Source: an optimization exercise on an open RTL-to-GDS flow (aim: small area, a short achievable clock period and few clock cycles per item). Production flows keep margins and buffers that such runs may drop. RTL that was checked went through simulation tests only; none was proved equivalent to the original. Function not checked in run 2: the RTL went through the layout flow alone. Power figures rest on the tool's default switching activity, not on a simulated workload.

==> flow/design.v, too long to show whole: its modules and the start of the top module <==
// module cmult_rescale: 8 lines
// module cm_fa: 10 lines
// module cm_ha: 9 lines
// module complex_mult_pipe: 3236 lines
module complex_mult_pipe
#(
  parameter int WL    = 16,
  parameter int ROUND = fft_pkg::ROUND_HALFUP,
  parameter int SAT   = fft_pkg::SAT_CLAMP
) (
  input  logic                 clk,
  input  logic                 rst,
  input  logic                 in_valid,
  output logic                 in_ready,
  input  logic signed [WL-1:0] a_r,
  input  logic signed [WL-1:0] a_i,
  input  logic signed [WL-1:0] b_r,
  input  logic signed [WL-1:0] b_i,
  input  logic                 conj_b,
  output logic                 out_valid,
  input  logic                 out_ready,
  output logic signed [WL-1:0] out_r,
  output logic signed [WL-1:0] out_i,
  output logic                 out_ovf
);
  // ...
==> flow/run.sh <==
#!/bin/bash
# synth_recipe.tcl (not shown) runs the flow's synth.tcl, then flattens the netlist and writes it again
# the make line also repeats each setting of config.mk as NAME=value (left out here)
make -C /OpenROAD-flow-scripts/flow DESIGN_CONFIG=/design/flow/config.mk WORK_HOME=/design/flow/orfs CLKGATE_MAP_FILE= SYNTH_SCRIPT=/design/flow/synth_recipe.tcl finish
==> flow/config.mk <==
export PLATFORM = sky130hd
export DESIGN_NAME = complex_mult_pipe
export DESIGN_NICKNAME = complex_mult_pipe
export VERILOG_FILES = /design/flow/design.v
export SDC_FILE = /design/flow/constraint.sdc
export NUM_CORES = 4
export LEC_CHECK = 0
export CAP_MARGIN = 5
export CORE_MARGIN = 2
export CORE_UTILIZATION = 55
export SETUP_SLACK_MARGIN = 4.8
export SLEW_MARGIN = 5
export SYNTH_HIERARCHICAL = 1
export SYNTH_MINIMUM_KEEP_SIZE = 0
==> flow/constraint.sdc <==
create_clock -name core_clock -period 8.0 [get_ports {clk}]
set_input_delay 1.6000 -clock core_clock [delete_from_list [all_inputs] [get_ports {clk}]]
set_output_delay 1.6000 -clock core_clock [all_outputs]
set_load 0.01 [all_outputs]
==> impl_metrics.py, run 1 <==
metrics = {
    "drt": {
        "wl_met3_mm": 11.8,
        "dr.pass1.iters": 6,
        "met2_length_mm": 53.5,
    },
    "placement": {
        "dpl_worst_slack_ps": 4260,
    },
    "synthesis": {
        "synthXorXnorAreaFrac": 0.145,
        "async_reset_ff_frac": 0,
        "yosys.area.top_type_share": 0.252,
        "yosys_register_bits": 506,
    },
    "floorplan": {
        "die_x_um": 266,
        "dieArea_um2": 70700,
    },
    "clock_tree": {
        "cts.clk_slew.worst_paths_ps": 60,
        "htreeDepth": 2,
        "ctsResizeCount": 60,
    },
    "sta": {
        "rsz0062_at_grt": "true",
        "final_max_slew_viol_count": 0,
        "hold_viol_final": 0,
    },
    "setup_path": {
        "crit_fanout": 16,
        "cp.required_ps": 8510,
        "reg2reg_to": "m_re_14_3",
        "slowest_delay_ps": 590,
        "cp.depth": 7,
        "crit_path_start_kind": "flip-flop",
    },
    "power_and_ir_drop": {
        "pg_seq_w": 0.00469,
        "sw_frac_of_total": 0.444,
        "p_leak_nw": 15.7,
        "power_leader": "combinational cells",
        "p_switching_w": 0.00967,
    },
    "layout": {
        "finalNetCount": 3751,
        "multi_input_area_share": 0.574,
        "seq_area_um2": 12300,
        "num-multi-input-gates": 2271,
        "finalInstanceArea_um2": 42100,
        "multiInputGateArea_um2": 24200,
    },
    "outcome": {
        "status": "complete, no violations",
    },
    "global_routing": {
        "grt_remaining_overflow": 0,
    },
}
Testbench counts, summed over its fixed seeds: cycles 4,128, items 4,096.
==> run 2, diff against run 1 <==
--- a/flow/design.v
+++ b/flow/design.v
@@ -17,16 +17,25 @@
   input  logic b,
   input  logic c,
   output logic s,
   output logic co
 );
   assign s  = a ^ b ^ c;
   assign co = (a & b) | (c & (a ^ b));
 endmodule
+module cm_add #(
+  parameter int N = 8
+) (
+  input  logic [N-1:0] a,
+  input  logic [N-1:0] b,
+  output logic [N:0]   s
+);
+  assign s = {1'b0, a} + {1'b0, b};
+endmodule
 module cm_ha (
   input  logic a,
   input  logic b,
   output logic s,
   output logic co
 );
   assign s  = a ^ b;
   assign co = a & b;
@@ -3042,18 +3051,20 @@
   logic fs1445;
   logic fc1446;
   cm_fa u_fs1445 (.a(m_re_30_2), .b(hs1383), .c(fc1382), .s(fs1445), .co(fc1446));
   logic [32:0] y_re_a, y_re_b;
   logic [15:0] y_re_lo;
   logic [17:0] y_re_hi;
   assign y_re_a = {1'b1, fc1446, fc1444, fc1442, fc1440, fc1438, fc1436, fc1434, fc1432, fc1430, fc1428, fc1426, fc1424, fc1422, fc1420, fc1418, fc1416, fc1414, fc1412, fc1410, fc1408, fc1406, fc1404, fc1402, fc1400, fc1398, fc1396, fc1394, fc1392, fc1390, fc1388, hc1386, hs1385};
   assign y_re_b = {1'b0, hc1384, fs1445, fs1443, fs1441, fs1439, fs1437, fs1435, fs1433, fs1431, fs1429, fs1427, fs1425, fs1423, fs1421, fs1419, fs1417, fs1415, fs1413, fs1411, fs1409, fs1407, fs1405, fs1403, fs1401, fs1399, fs1397, fs1395, fs1393, fs1391, fs1389, fs1387, hs1325};
-  assign y_re_lo = {1'b0, y_re_a[14:0]} + {1'b0, y_re_b[14:0]};
-  assign y_re_hi = y_re_a[32:15] + y_re_b[32:15];
+  cm_add #(.N(15)) u_lo_re (.a(y_re_a[14:0]), .b(y_re_b[14:0]), .s(y_re_lo));
+  logic [18:0] y_re_hx;
+  cm_add #(.N(18)) u_hi_re (.a(y_re_a[32:15]), .b(y_re_b[32:15]), .s(y_re_hx));
+  assign y_re_hi = y_re_hx[17:0];
   logic hs1447;
   logic hc1448;
   cm_ha u_hs1447 (.a(m_im_0_0), .b(m_im_0_1), .s(hs1447), .co(hc1448));
   logic hs1449;
   logic hc1450;
   cm_ha u_hs1449 (.a(m_im_2_0), .b(m_im_2_1), .s(hs1449), .co(hc1450));
   logic fs1451;
   logic fc1452;
@@ -3232,18 +3243,20 @@
   logic fs1567;
   logic fc1568;
   cm_fa u_fs1567 (.a(m_im_30_2), .b(hs1505), .c(fc1504), .s(fs1567), .co(fc1568));
   logic [32:0] y_im_a, y_im_b;
   logic [15:0] y_im_lo;
   logic [17:0] y_im_hi;
   assign y_im_a = {1'b1, fc1568, fc1566, fc1564, fc1562, fc1560, fc1558, fc1556, fc1554, fc1552, fc1550, fc1548, fc1546, fc1544, fc1542, fc1540, fc1538, fc1536, fc1534, fc1532, fc1530, fc1528, fc1526, fc1524, fc1522, fc1520, fc1518, fc1516, fc1514, fc1512, fc1510, hc1508, hs1507};
   assign y_im_b = {1'b0, hc1506, fs1567, fs1565, fs1563, fs1561, fs1559, fs1557, fs1555, fs1553, fs1551, fs1549, fs1547, fs1545, fs1543, fs1541, fs1539, fs1537, fs1535, fs1533, fs1531, fs1529, fs1527, fs1525, fs1523, fs1521, fs1519, fs1517, fs1515, fs1513, fs1511, fs1509, hs1447};
-  assign y_im_lo = {1'b0, y_im_a[14:0]} + {1'b0, y_im_b[14:0]};
-  assign y_im_hi = y_im_a[32:15] + y_im_b[32:15];
+  cm_add #(.N(15)) u_lo_im (.a(y_im_a[14:0]), .b(y_im_b[14:0]), .s(y_im_lo));
+  logic [18:0] y_im_hx;
+  cm_add #(.N(18)) u_hi_im (.a(y_im_a[32:15]), .b(y_im_b[32:15]), .s(y_im_hx));
+  assign y_im_hi = y_im_hx[17:0];
   logic [17:0] r_hre, r_him;
   logic        r_cre, r_cim;
   always_ff @(posedge clk) begin
     r_hre <= y_re_hi;
     r_him <= y_im_hi;
     r_cre <= y_re_lo[15];
     r_cim <= y_im_lo[15];
   end
==> flow/config.mk (replaced) <==
export PLATFORM = sky130hd
export DESIGN_NAME = complex_mult_pipe
export DESIGN_NICKNAME = complex_mult_pipe
export VERILOG_FILES = /design/flow/design.v
export SDC_FILE = /design/flow/constraint.sdc
export NUM_CORES = 4
export LEC_CHECK = 0
export CAP_MARGIN = 20
export CORE_MARGIN = 2
export CORE_UTILIZATION = 55
export SETUP_SLACK_MARGIN = 4.8
export SLEW_MARGIN = 20
export SYNTH_HIERARCHICAL = 1
export SYNTH_MINIMUM_KEEP_SIZE = 0
==> impl_metrics.py, run 2 <==
metrics = {
    "outcome": {
        "status": "complete, no violations",
    },
    "drt": {
        "wire_per_inst_um": 29.2,
        "drc": 0,
        "avgViaCountPerCell": 6.53,
        "wirelength_mm": 118,
        "drtIter0Drc": 2814,
        "vias": 26300,
        "ant_nets": 0,
        "dr.pass1.iters": 9,
    },
    "synthesis": {
        "yosys_warnings": 7,
        "avgSynthCellArea_um2": 12.2,
        "syn-cell-area_um2": 38000,
        "synth_cells": 3115,
    },
    "flow_run": {
        "drv_cap": 0,
    },
    "sta": {
        "period_needed_ps": 3180,
        "final_max_slew_viol_count": 0,
        "fin_skew_ps": 25.8,
        "fmax_mhz": 315,
        "setup_viol": 0,
        "period_share": 0.397,
        "finalSetupTns_ps": 0,
        "tightest_slew_ps": 1080,
        "rsz0062_at_grt": "true",
        "slew-limit-headroom": 0.282,
        "hold_viol_final": 0,
    },
    "placement": {
        "dp_hpwl_mm": 71.2,
        "gp_congestion": 0.884,
        "portBuffers": 103,
    },
    "layout": {
        "area_delta_synth_final_pct": 10.8,
        "mostFrequentLayoutCells": "xnor2_1, a22oi_1, fa_1, dfxtp_1, edfxtp_1",
        "final.fill_count": 5421,
        "drive_above_1_share": 0.130,
        "finalNetCount": 3748,
        "final_common_cell": "xnor2_1",
        "antenna_cells": 0,
    },
    "clock_tree": {
        "htreeDepth": 2,
        "cts_tree": "yes",
        "worstSkewPairLatency_ps": 640,
        "cts_root_buf": "clkbuf_16",
        "ctsHoldBuffers": 0,
        "cts_buffers": 59,
        "cts.clk_slew.worst_paths_ps": 60,
        "cts.path.max_buffers": 3,
        "cts.sinks": 506,
    },
    "setup_path": {
        "crit_path_start_kind": "flip-flop",
        "cp-end-kind": "flip-flop",
        "cp.arrival_ps": 3680,
        "crit_fanout": 36,
        "cp.required_ps": 8500,
        "path_class": "flip-flop to flip-flop",
    },
    "power_and_ir_drop": {
        "clkPwrFrac": 0.124,
        "p_int_w": 0.0119,
        "p_comb_frac": 0.657,
        "total_power_w": 0.0215,
        "pwr-share-seq": 0.219,
        "p_leak_nw": 15.4,
        "sw_frac_of_total": 0.446,
        "peakVddDrop_uv": 426,
        "powerDensity_nw_per_um2": 511,
        "p_switching_w": 0.00958,
    },
    "global_routing": {
        "grt_max_degree": 86,
        "grt_remaining_overflow": 0,
        "grt_first_pass_wirelength_mm": 175,
        "track_usage": 0.333,
        "antenna_found_initial": 2,
        "grt_pass1_vias": 27900,
    },
    "floorplan": {
        "start_util": 0.555,
        "die_x_um": 267,
        "die_h_um": 267,
        "rows": 96,
        "pin_count": 104,
        "dieArea_um2": 71200,
        "core_um2": 68500,
    },
    "min_path": {
        "hp-class": "flip-flop to flip-flop",
    },
}
## run 2: changes by cell type in the layout (fill, tap and decap cells not counted), sizes merged, moves of 7 or more
| cell | before | now |
|---|---|---|
| clkbuf | 89 | 82 |
| clkinv | 12 | 21 |
| buf | 111 | 102 |
| o211ai | 4 | 12 |
| a21o | 22 | 10 |
| a31oi | 1 | 8 |
## run 2: routing by layer
metal | global-route usage | share of wire | wire length, um | up-vias
met5 | 0 | 0.00011 | 13 | -
met4 | 0.142 | 0.049 | 5800 | 2
met3 | 0.0900 | 0.11 | 13500 | 432
met2 | 0.519 | 0.45 | 52300 | 1812
met1 | 0.440 | 0.39 | 45900 | 13200
li1 | - | - | - | 10800
## run 2: path summary, 6_finish.rpt
path              slack [ps]  startpoint  cells past startpoint   endpoint
setup / recovery        4820   br_neg[3]                      6  m_re_14_3
hold / removal           520          vm                      2         vt
setup reg to reg        4820   br_neg[3]                      6  m_re_14_3
hold reg to reg          520          vm                      2         vt
## run 2: stage by stage
stage,setup slack (ps),utilization,instances,hold slack (ps),cell area [um^2]
5_1_grt,4740,0.615,4020,549,42100
3_3_place_gp,4530,0.578,3900,503,39600
4_1_cts,4770,0.609,4016,525,41700
3_5_place_dp,4430,0.578,3900,510,39600
2_1_floorplan,4490,-,3135,343,38100
6_report,4820,0.615,4020,516,42100
## run 2: what timing repair did
item / in CTS / in global routing
pin swaps: 0 / 6
buffers inserted: 4 / 4
setup endpoints to repair: 46 / 54
gates cloned: 0 / 0
resized for setup: 43 / 109
## run 2: cell type report
class | instances | area (um^2) | area share
Multi-Input combinational cell | 2279 | 24300 | 0.578
Sequential cell | 506 | 12300 | 0.293
Timing Repair Buffer | 209 | 2240 | 0.0534
Clock buffer | 78 | 1670 | 0.0398
Tap cell | 882 | 1100 | 0.0262
Clock inverter | 34 | 267 | 0.00633
Inverter | 32 | 124 | 0.00294
## run 2: power groups by stage
stage / Clock [W] / Sequential (W) / Combinational [W]
floorplan: 0 / 0.00466 / 0.00998
global placement: 0 / 0.00476 / 0.0134
detailed placement: 0 / 0.00479 / 0.0137
CTS: 0.00272 / 0.00473 / 0.0139
global route: 0.00281 / 0.00482 / 0.0157
finish: 0.00267 / 0.00471 / 0.0141
## run 2: critical path: stages, from the launching register on
cell,delay [ps]
edfxtp_1,340
clkbuf_8,490
xnor2_1,220
fa_1,600
fa_1,440
fa_1,520
fa_1,400

-- what the ideal ports hide --
In the flow no input, the clock included, has a driving cell. The finished layouts below were timed again as built, in two steps.
Step 1: set_driving_cell puts a clkbuf_16 on clk and a buf_2 on each other input, an assumption about the parent block.
Step 2 also shifts input and output timing later by t, the mid clock arrival at the registers, as if the neighbouring blocks saw the same clock.
Three values: no drivers, after step 1, after step 2; two values: the first two.
run | t, ns | slack for setup (ns) | worst hold slack (ns) | worst register clock-pin slew, ns | worst data-port slew with drivers (ns)
run 1 | 0.689 | 4.822 / 4.809 / 4.289 | 0.516 / 0.516 / 0.516 | 0.07 / 0.07 | 0.08
run 2 | 0.695 | 4.823 / 4.821 / 4.477 | 0.516 / 0.516 / 0.516 | 0.07 / 0.07 | 0.08
After both steps every run listed still meets setup and hold. The setup slack of run 1, which loses most, moves by -0.013 ns with the drivers and by -0.533 ns with both steps.
